This is an optimization exercise on Yosys and OpenROAD, whose aim is small area, a short achievable clock period and few clock cycles per item, not a production implementation.
The RTL was checked by simulation tests, not by an equivalence proof against the original design.
Power figures rest on the tool's default switching activity, not on a simulated workload.

==> flow/design.v <==
package koc_pkg;
   localparam int KEY_W               = 20;
   localparam int CODE_W              = 30;
   localparam int COUNT_W             = 16;
   localparam int TABLE_DEPTH_DEFAULT = 64;
   localparam int ITEM_W              = 1 + KEY_W + KEY_W;
   localparam logic [COUNT_W-1:0] COUNT_MAX = '1;
endpackage
module koc_queue (
   input  logic                        clock,
   input  logic                        reset,
   input  logic                        req_valid,
   output logic                        req_stall,
   input  logic [koc_pkg::ITEM_W-1:0]  req_item,
   input  logic                        pop,
   output logic                        head_load,
   output logic [koc_pkg::ITEM_W-1:0]  load_item,
   output logic                        head_valid,
   output logic [koc_pkg::ITEM_W-1:0]  head_item
);
   logic [koc_pkg::ITEM_W-1:0] slot0_ff, slot1_ff;
   logic [1:0]                 count_ff, count_in;
   logic                       full_ff;
   logic                       head_v_ff;
   logic [koc_pkg::ITEM_W-1:0] head_ff;
   logic                       push;
   logic                       take;
   assign push       = req_valid && !full_ff;
   assign head_load  = !head_v_ff || pop;
   assign take       = head_load && (count_ff != 2'd0);
   assign load_item  = slot0_ff;
   assign req_stall  = full_ff;
   assign head_valid = head_v_ff;
   assign head_item  = head_ff;
   always_comb begin
      count_in = count_ff;
      if (push && !take) begin
         count_in = count_ff + 1'b1;
      end else if (take && !push) begin
         count_in = count_ff - 1'b1;
      end
   end
   always_ff @(posedge clock) begin
      if (reset) begin
         count_ff  <= 2'd0;
         full_ff   <= 1'b0;
         head_v_ff <= 1'b0;
      end else begin
         count_ff <= count_in;
         full_ff  <= (count_in == 2'd2);
         if (head_load) begin
            head_v_ff <= take;
         end
      end
   end
   always_ff @(posedge clock) begin
      if (take || (count_ff == 2'd0)) begin
         slot0_ff <= full_ff ? slot1_ff : req_item;
      end
      if (!full_ff) begin
         slot1_ff <= req_item;
      end
      if (head_load) begin
         head_ff <= load_item;
      end
   end
endmodule
module koc_front (
   input  logic [koc_pkg::KEY_W-1:0]  group_code,
   output logic [koc_pkg::CODE_W-1:0] scaled
);
   logic [koc_pkg::CODE_W-1:0] g;
   assign g      = koc_pkg::CODE_W'(group_code);
   assign scaled = (g << 10) - (g << 4) - (g << 3);
endmodule
module koc_back #(
   parameter int TABLE_DEPTH = koc_pkg::TABLE_DEPTH_DEFAULT
) (
   input  logic                        clock,
   input  logic                        reset,
   input  logic                        head_load,
   input  logic                        load_mode,
   input  logic [koc_pkg::KEY_W-1:0]   load_key,
   input  logic                        head_valid,
   input  logic                        head_mode,
   input  logic [koc_pkg::KEY_W-1:0]   head_key,
   input  logic [koc_pkg::KEY_W-1:0]   head_group,
   output logic                        pop,
   output logic                        rsp_valid,
   input  logic                        rsp_stall,
   output logic [koc_pkg::COUNT_W-1:0] rsp_occurrence,
   output logic                        rsp_first_seen,
   output logic                        rsp_overflow,
   output logic [koc_pkg::CODE_W-1:0]  rsp_combined_code,
   output logic [koc_pkg::KEY_W-1:0]   rsp_entry_key,
   output logic                        rsp_entry_valid,
   output logic                        rsp_last
);
   localparam int IDX_W = (TABLE_DEPTH > 1) ? $clog2(TABLE_DEPTH) : 1;
   localparam int CNT_W = $clog2(TABLE_DEPTH + 1);
   logic [koc_pkg::KEY_W-1:0]   key_ff   [TABLE_DEPTH];
   logic [koc_pkg::COUNT_W-1:0] count_ff [TABLE_DEPTH];
   logic [CNT_W-1:0]            used_ff;
   logic [IDX_W-1:0]            idx_ff, idx_in;
   logic                        hit_ff, hit_in;
   logic                        app_ff;
   logic                        ex_valid_ff;
   logic                        ex_mode_ff;
   logic                        ex_hit_ff;
   logic                        ex_room_ff;
   logic                        ex_last_ff;
   logic                        ex_empty_ff;
   logic [IDX_W-1:0]            ex_idx_ff;
   logic [koc_pkg::COUNT_W-1:0] ex_count_ff;
   logic                        ex_fwd_ff;
   logic [TABLE_DEPTH-1:0]      ex_wsel_ff;
   logic [koc_pkg::KEY_W-1:0]   ex_key_ff;
   logic [koc_pkg::CODE_W-1:0]  ex_scaled_ff;
   logic                        out_free;
   logic                        ex_free;
   logic                        go_count;
   logic                        go_dump;
   logic                        go;
   logic                        is_count;
   logic                        is_dump;
   logic                        fwd;
   logic [TABLE_DEPTH-1:0]      match_in;
   logic                        append;
   logic                        room;
   logic                        empty;
   logic                        dump_last;
   logic [IDX_W-1:0]            rd_idx;
   logic [koc_pkg::COUNT_W-1:0] count_rd;
   logic [koc_pkg::KEY_W-1:0]   key_rd;
   logic                        ex_go;
   logic                        ex_write;
   logic [koc_pkg::COUNT_W-1:0] ex_count;
   logic [koc_pkg::COUNT_W-1:0] count_inc;
   logic [koc_pkg::COUNT_W-1:0] count_wr;
   logic [koc_pkg::CODE_W-1:0]  head_scaled;
   logic [koc_pkg::CODE_W-1:0]  ex_code;
   assign out_free  = !rsp_valid || !rsp_stall;
   assign ex_free   = !ex_valid_ff || out_free;
   assign is_count  = head_valid && !head_mode;
   assign is_dump   = head_valid && head_mode;
   assign go_count  = is_count && ex_free;
   assign go_dump   = is_dump && ex_free;
   assign go        = go_count || go_dump;
   assign room      = !used_ff[CNT_W-1];
   assign empty     = (used_ff == '0);
   assign dump_last = empty || ((CNT_W'(idx_ff) + 1'b1) == used_ff);
   assign pop       = go_count || (go_dump && dump_last);
   assign append    = is_count && !hit_ff && !app_ff && room;
   assign fwd = append && (load_key == head_key);
   always_comb begin
      for (int i = 0; i < TABLE_DEPTH; i++) begin
         match_in[i] = (CNT_W'(i) < used_ff) && (key_ff[i] == load_key);
      end
   end
   always_comb begin
      idx_in = '0;
      for (int i = 0; i < TABLE_DEPTH; i++) begin
         idx_in = idx_in | ({IDX_W{match_in[i]}} & IDX_W'(i));
      end
      hit_in = |match_in;
      if (fwd) begin
         idx_in = used_ff[IDX_W-1:0];
         hit_in = 1'b1;
      end
      if (load_mode) begin
         idx_in = '0;
         hit_in = 1'b0;
      end
   end
   always_ff @(posedge clock) begin
      if (head_load) begin
         idx_ff <= idx_in;
         hit_ff <= hit_in;
         app_ff <= 1'b0;
      end else if (go_dump) begin
         idx_ff <= idx_ff + 1'b1;
      end else if (append) begin
         idx_ff <= used_ff[IDX_W-1:0];
         app_ff <= 1'b1;
      end
   end
   koc_front u_front (
      .group_code (head_group),
      .scaled     (head_scaled)
   );
   assign rd_idx   = (is_count && !hit_ff && !app_ff) ? used_ff[IDX_W-1:0] : idx_ff;
   assign count_rd = count_ff[idx_ff];
   assign key_rd   = key_ff[idx_ff];
   always_ff @(posedge clock) begin
      if (append) begin
         key_ff[used_ff[IDX_W-1:0]] <= head_key;
      end
   end
   always_ff @(posedge clock) begin
      if (reset) begin
         used_ff     <= '0;
         ex_valid_ff <= 1'b0;
         ex_wsel_ff  <= '0;
      end else begin
         if (append) begin
            used_ff <= used_ff + 1'b1;
         end
         if (ex_free) begin
            ex_valid_ff <= go;
            for (int i = 0; i < TABLE_DEPTH; i++) begin
               ex_wsel_ff[i] <= go_count && (hit_ff || app_ff || room)
                                && (rd_idx == IDX_W'(i));
            end
         end
      end
   end
   always_ff @(posedge clock) begin
      if (go) begin
         ex_mode_ff  <= head_mode;
         ex_hit_ff   <= hit_ff;
         ex_room_ff  <= room || app_ff;
         ex_last_ff  <= dump_last;
         ex_empty_ff <= empty;
         ex_idx_ff   <= rd_idx;
         ex_count_ff <= count_rd;
         ex_fwd_ff   <= ex_write && (rd_idx == ex_idx_ff);
         ex_key_ff   <= is_dump ? key_rd : head_key;
         ex_scaled_ff <= head_scaled;
      end
   end
   assign ex_go     = ex_valid_ff && out_free;
   assign ex_write  = ex_valid_ff && !ex_mode_ff && (ex_hit_ff || ex_room_ff);
   assign ex_count  = ex_fwd_ff ? rsp_occurrence : ex_count_ff;
   assign count_inc = (ex_count == koc_pkg::COUNT_MAX) ? ex_count : ex_count + 1'b1;
   assign count_wr  = ex_hit_ff ? count_inc : koc_pkg::COUNT_W'(1);
   always_ff @(posedge clock) begin
      for (int i = 0; i < TABLE_DEPTH; i++) begin
         if (ex_wsel_ff[i]) begin
            count_ff[i] <= count_wr;
         end
      end
   end
   assign ex_code = ex_scaled_ff + koc_pkg::CODE_W'(ex_key_ff);
   always_ff @(posedge clock) begin
      if (reset) begin
         rsp_valid <= 1'b0;
      end else begin
         rsp_valid <= ex_go || (rsp_valid && rsp_stall);
      end
   end
   always_ff @(posedge clock) begin
      if (ex_go) begin
         if (!ex_mode_ff) begin
            rsp_occurrence    <= (ex_hit_ff || ex_room_ff) ? count_wr : '0;
            rsp_first_seen    <= !ex_hit_ff && ex_room_ff;
            rsp_overflow      <= !ex_hit_ff && !ex_room_ff;
            rsp_combined_code <= ex_code;
            rsp_entry_key     <= ex_key_ff;
            rsp_entry_valid   <= 1'b1;
            rsp_last          <= 1'b1;
         end else begin
            rsp_occurrence    <= ex_empty_ff ? '0 : ex_count;
            rsp_first_seen    <= 1'b0;
            rsp_overflow      <= 1'b0;
            rsp_combined_code <= '0;
            rsp_entry_key     <= ex_empty_ff ? '0 : ex_key_ff;
            rsp_entry_valid   <= !ex_empty_ff;
            rsp_last          <= ex_last_ff;
         end
      end
   end
endmodule
module key_occurrence_counter_top #(
   parameter int TABLE_DEPTH = koc_pkg::TABLE_DEPTH_DEFAULT
) (
   input  logic                          clock,
   input  logic                          reset,
   input  logic                          req_valid,
   output logic                          req_stall,
   input  logic                          req_mode,
   input  logic [koc_pkg::KEY_W-1:0]     req_key,
   input  logic [koc_pkg::KEY_W-1:0]     req_group_code,
   output logic                          rsp_valid,
   input  logic                          rsp_stall,
   output logic [koc_pkg::COUNT_W-1:0]   rsp_occurrence,
   output logic                          rsp_first_seen,
   output logic                          rsp_overflow,
   output logic [koc_pkg::CODE_W-1:0]    rsp_combined_code,
   output logic [koc_pkg::KEY_W-1:0]     rsp_entry_key,
   output logic                          rsp_entry_valid,
   output logic                          rsp_last
);
   logic                        pop;
   logic                        head_load;
   logic [koc_pkg::ITEM_W-1:0]  load_item;
   logic                        load_mode;
   logic [koc_pkg::KEY_W-1:0]   load_key;
   logic [koc_pkg::KEY_W-1:0]   load_group;
   logic                        head_valid;
   logic [koc_pkg::ITEM_W-1:0]  head_item;
   logic                        head_mode;
   logic [koc_pkg::KEY_W-1:0]   head_key;
   logic [koc_pkg::KEY_W-1:0]   head_group;
   koc_queue u_queue (
      .clock      (clock),
      .reset      (reset),
      .req_valid  (req_valid),
      .req_stall  (req_stall),
      .req_item   ({req_mode, req_key, req_group_code}),
      .pop        (pop),
      .head_load  (head_load),
      .load_item  (load_item),
      .head_valid (head_valid),
      .head_item  (head_item)
   );
   assign {load_mode, load_key, load_group} = load_item;
   assign {head_mode, head_key, head_group} = head_item;
   koc_back #(
      .TABLE_DEPTH (TABLE_DEPTH)
   ) u_back (
      .clock             (clock),
      .reset             (reset),
      .head_load         (head_load),
      .load_mode         (load_mode),
      .load_key          (load_key),
      .head_valid        (head_valid),
      .head_mode         (head_mode),
      .head_key          (head_key),
      .head_group        (head_group),
      .pop               (pop),
      .rsp_valid         (rsp_valid),
      .rsp_stall         (rsp_stall),
      .rsp_occurrence    (rsp_occurrence),
      .rsp_first_seen    (rsp_first_seen),
      .rsp_overflow      (rsp_overflow),
      .rsp_combined_code (rsp_combined_code),
      .rsp_entry_key     (rsp_entry_key),
      .rsp_entry_valid   (rsp_entry_valid),
      .rsp_last          (rsp_last)
   );
endmodule
Settings: LEC_CHECK=0, CAP_MARGIN=20, CORE_MARGIN=2, CORE_UTILIZATION=50, CTS_CLUSTER_DIAMETER=100, CTS_CLUSTER_SIZE=20, SETUP_SLACK_MARGIN=5, SLEW_MARGIN=20; clock period 10.0 ns.
standard.sh (not shown) runs the stock make flow with config.mk's settings and CLKGATE_MAP_FILE= SYNTH_SCRIPT=/design/flow/synth_recipe.tcl, a recipe that flattens the netlist after the stock synthesis.
==> flow/flow/run.sh <==
#!/bin/bash
# Standard ORFS layout (the standard.sh, with its standard synthesis), with
# these changes to how the layout is made:
# - every port is still given a buffer, but a plain buf_4 rather than the
#   delay cell buffer_ports picks by default;
# - the resizer may swap a gate for a larger size of a different width
#   (sky130hd's config only lets it swap cells of the same footprint).
set -euo pipefail
bash standard.sh SETUP_SLACK_MARGIN=6.4 TNS_END_PERCENT=5 MATCH_CELL_FOOTPRINT=0 \
   "BUFFER_PORTS_ARGS=-buffer_cell sky130_fd_sc_hd__buf_4" finish > standard.log 2>&1
Testbench counts at the start, summed over its fixed seeds: cycles 11,050, items 8,000.
Then changed:
--- a/flow/design.v
+++ b/flow/design.v
@@ -111,11 +111,10 @@
    logic                        ex_last_ff;
    logic                        ex_empty_ff;
    logic [IDX_W-1:0]            ex_idx_ff;
    logic [koc_pkg::COUNT_W-1:0] ex_count_ff;
    logic                        ex_fwd_ff;
-   logic [TABLE_DEPTH-1:0]      ex_wsel_ff;
    logic [koc_pkg::KEY_W-1:0]   ex_key_ff;
    logic [koc_pkg::CODE_W-1:0]  ex_scaled_ff;
    logic                        out_free;
    logic                        ex_free;
    logic                        go_count;
@@ -198,21 +197,16 @@
    end
    always_ff @(posedge clock) begin
       if (reset) begin
          used_ff     <= '0;
          ex_valid_ff <= 1'b0;
-         ex_wsel_ff  <= '0;
       end else begin
          if (append) begin
             used_ff <= used_ff + 1'b1;
          end
          if (ex_free) begin
             ex_valid_ff <= go;
-            for (int i = 0; i < TABLE_DEPTH; i++) begin
-               ex_wsel_ff[i] <= go_count && (hit_ff || app_ff || room)
-                                && (rd_idx == IDX_W'(i));
-            end
          end
       end
    end
    always_ff @(posedge clock) begin
       if (go) begin
@@ -232,14 +226,12 @@
    assign ex_write  = ex_valid_ff && !ex_mode_ff && (ex_hit_ff || ex_room_ff);
    assign ex_count  = ex_fwd_ff ? rsp_occurrence : ex_count_ff;
    assign count_inc = (ex_count == koc_pkg::COUNT_MAX) ? ex_count : ex_count + 1'b1;
    assign count_wr  = ex_hit_ff ? count_inc : koc_pkg::COUNT_W'(1);
    always_ff @(posedge clock) begin
-      for (int i = 0; i < TABLE_DEPTH; i++) begin
-         if (ex_wsel_ff[i]) begin
-            count_ff[i] <= count_wr;
-         end
+      if (ex_write) begin
+         count_ff[ex_idx_ff] <= count_wr;
       end
    end
    assign ex_code = ex_scaled_ff + koc_pkg::CODE_W'(ex_key_ff);
    always_ff @(posedge clock) begin
       if (reset) begin
Effect:
- The new run produced a clean layout
- sequential share of layout area fell by 0.30 points
- worst setup slack is worse by 0.035 ns
- wire length fell by 8.6%
- synthesized area barely changes
- cell area fell by 1.2%
- utilization fell by 0.31 points
- synthesized cell count fell by 7.0%
- power fell by 4.2%
Testbench counts after the change, summed over its fixed seeds: cycles 11,050, items 8,000.

-- what the ideal ports hide --
The results above use ideal ports. As a check the final layouts listed here were re-extracted and re-timed, cells and wires unchanged.
Step 1, drivers: a clkbuf_16 drives clock and a buf_2 each remaining input, both assumed.
Step 2, shift: input delay + t, output delay - t, t = (earliest + latest rising clock arrival at the registers) / 2. This alone moves slack from input paths to output paths.
Three values: no drivers, after step 1, after step 2; two values: the first two.
| run | t, ns | setup WS [ns] | hold WS [ns] |
|---|---|---|---|
| the first run | 0.961 | 6.103 / 6.103 / 5.458 | 0.422 / 0.422 / 0.422 |
| the second run | 0.964 | 6.068 / 6.068 / 5.312 | 0.419 / 0.419 / 0.419 |
After both steps every run listed still meets setup and hold. The setup slack of the second run, which loses most, moves by 0.000 ns with the drivers and by -0.756 ns with both steps.
